What follows belongs to an exercise in optimizing a design on an open flow for a short achievable clock period and few clock cycles; a production flow would make more cautious choices.
In this exercise RTL edits were held to simulation tests only and were not proved equivalent to the original.

==> 07-25 <==
Design mips_multicycle_core, start of the top module:
module mips_multicycle_core #(
  parameter int unsigned DATA_W     = 32,
  parameter int unsigned IMEM_DEPTH = 16,
  parameter int unsigned DMEM_DEPTH = 20,
  parameter logic [31:0] DMEM_BASE  = 32'h1000_4000
) (
  input  logic              clk,
  input  logic              rst,
  input  logic              start,
  input  logic              host_we,
  input  logic [1:0]        host_sel,
  input  logic [7:0]        host_addr,
  input  logic [DATA_W-1:0] host_wdata,
  output logic [DATA_W-1:0] host_rdata,
  output logic              busy,
  output logic              halted,
  output logic              fault,
  output logic [7:0]        pc,
  output logic [15:0]       retired
);
Settings: LEC_CHECK=0, CAP_MARGIN=20, CORE_MARGIN=2, CORE_UTILIZATION=45, SLEW_MARGIN=20; clock period 13.0 ns.
standard.sh (not shown) runs the stock make flow with config.mk's settings and CLKGATE_MAP_FILE= SYNTH_SCRIPT=/design/flow/synth_recipe.tcl, a recipe that flattens the netlist after the stock synthesis.
==> flow/flow/run.sh <==
#!/bin/bash
set -euo pipefail
export SETUP_SLACK_MARGIN=6.5
bash standard.sh > standard.log 2>&1
==> 08-02 (differences from 07-25) <==
--- a/flow/design.v
+++ b/flow/design.v
@@ -168,13 +168,12 @@
   assign commit    = busy && ir_v && !end_halt && !end_fault;
   logic [7:0]  pc_seq, pc_tgt, fa;
   logic [31:0] fw;
   dec_t        fd;
   logic        f_end;
-  logic [7:0] seq_q, tgt_q;
-  assign pc_seq = seq_q;
-  assign pc_tgt = tgt_q;
+  assign pc_seq = pc + 8'd1;
+  assign pc_tgt = pc + 8'd1 + ir[7:0];
   assign fa     = !busy ? 8'd0 : !ir_v ? pc : dq.pt ? pc_tgt : pc_seq;
   assign fw     = (!busy && host_im && host_addr[3:0] == 4'd0) ? host_wdata : imem[fa[3:0]];
   assign fd     = decode(fw);
   assign f_end  = (fa[7:4] != 4'd0) || fd.halt || fd.bad;
   always_ff @(posedge clk) begin
@@ -223,14 +222,12 @@
   assign fwd_a = busy && ir_v && |(fd.rs_oh & dq.dst_oh);
   assign fwd_b = busy && ir_v && |(fd.rt_oh & dq.dst_oh);
   assign hfw_a = !busy && host_rf && fw[25:21] == host_addr[4:0] && fw[25:21] != 5'd0;
   assign hfw_b = !busy && host_rf && fw[20:16] == host_addr[4:0] && fw[20:16] != 5'd0;
   always_ff @(posedge clk) begin
-    ir    <= fw;
-    dq    <= fd;
-    seq_q <= fa + 8'd1;
-    tgt_q <= fa + 8'd1 + fw[7:0];
+    ir   <= fw;
+    dq   <= fd;
     ir_v <= !busy || !ir_v || (taken == dq.pt);
     a_q  <= fwd_a ? wd : hfw_a ? host_wdata : ra;
     b_q  <= fwd_b ? wd : hfw_b ? host_wdata : rb;
   end
   always_ff @(posedge clk) begin
==> flow/run.sh (new file) <==
#!/bin/bash
# synth_recipe.tcl (not shown) runs the flow's synth.tcl, then flattens the netlist and writes it again
# the make line also repeats each setting of config.mk as NAME=value (left out here)
make -C /OpenROAD-flow-scripts/flow DESIGN_CONFIG=/design/flow/config.mk WORK_HOME=/design/flow/orfs CLKGATE_MAP_FILE= SYNTH_SCRIPT=/design/flow/synth_recipe.tcl finish
- ABC_CLOCK_PERIOD_IN_PS: unset -> 3000
- CORE_UTILIZATION: 45 -> 65
- SETUP_SLACK_MARGIN: unset -> 5
removed: flow/flow/run.sh
removed: flow/standard.sh
==> summary of the runs <==
08-02 failed in 5_1_grt with GRT-0116. 07-25 died in 5_1_grt on GRT-0232. Against 07-25, the synthesized cell count of 08-02 is lower by about 0.8%. Of 07-25 and 08-02, 07-25 has the higher synthesized area (gap 0.23%, measured against 08-02).
==> figures <==
| metric | 08-02 | 07-25 |
|---|---|---|
| Die width | 549.7 um | 660.6 um |
| Portion of the post-synthesis area used by sequential elements | 0.5144 | 0.5149 |
| Flip-flop and latch count after synthesis | 3718 | 3734 |
| Inst Count DP | 22.30k | 24.40k |
| Net Count, Synth | 19.67k | 19.82k |
| Worst slack at placement | 2.392 ns | 1.879 ns |
| Status | aborted with a tool error | aborted with a tool error |
| Stage where the flow stopped | 5_1_grt | 5_1_grt |
| Total standard cell area after synthesis | 193600 um2 | 194000 um2 |
| Average footprint of a synthesized cell | 9.956 um2 | 9.903 um2 |
| TritonCTS Buffers | 376 | 413 |
| Share of the synthesized area in the top cell type | 0.3897 | 0.3888 |
| Distinct cells, synth | 123 | 107 |
| Multiplexer share of the synthesized area | 0.08165 | 0.08028 |
Testbench counts of 07-25, summed over its fixed seeds: cycles 67,317.
Testbench counts of 08-02, summed over its fixed seeds: cycles 67,317.
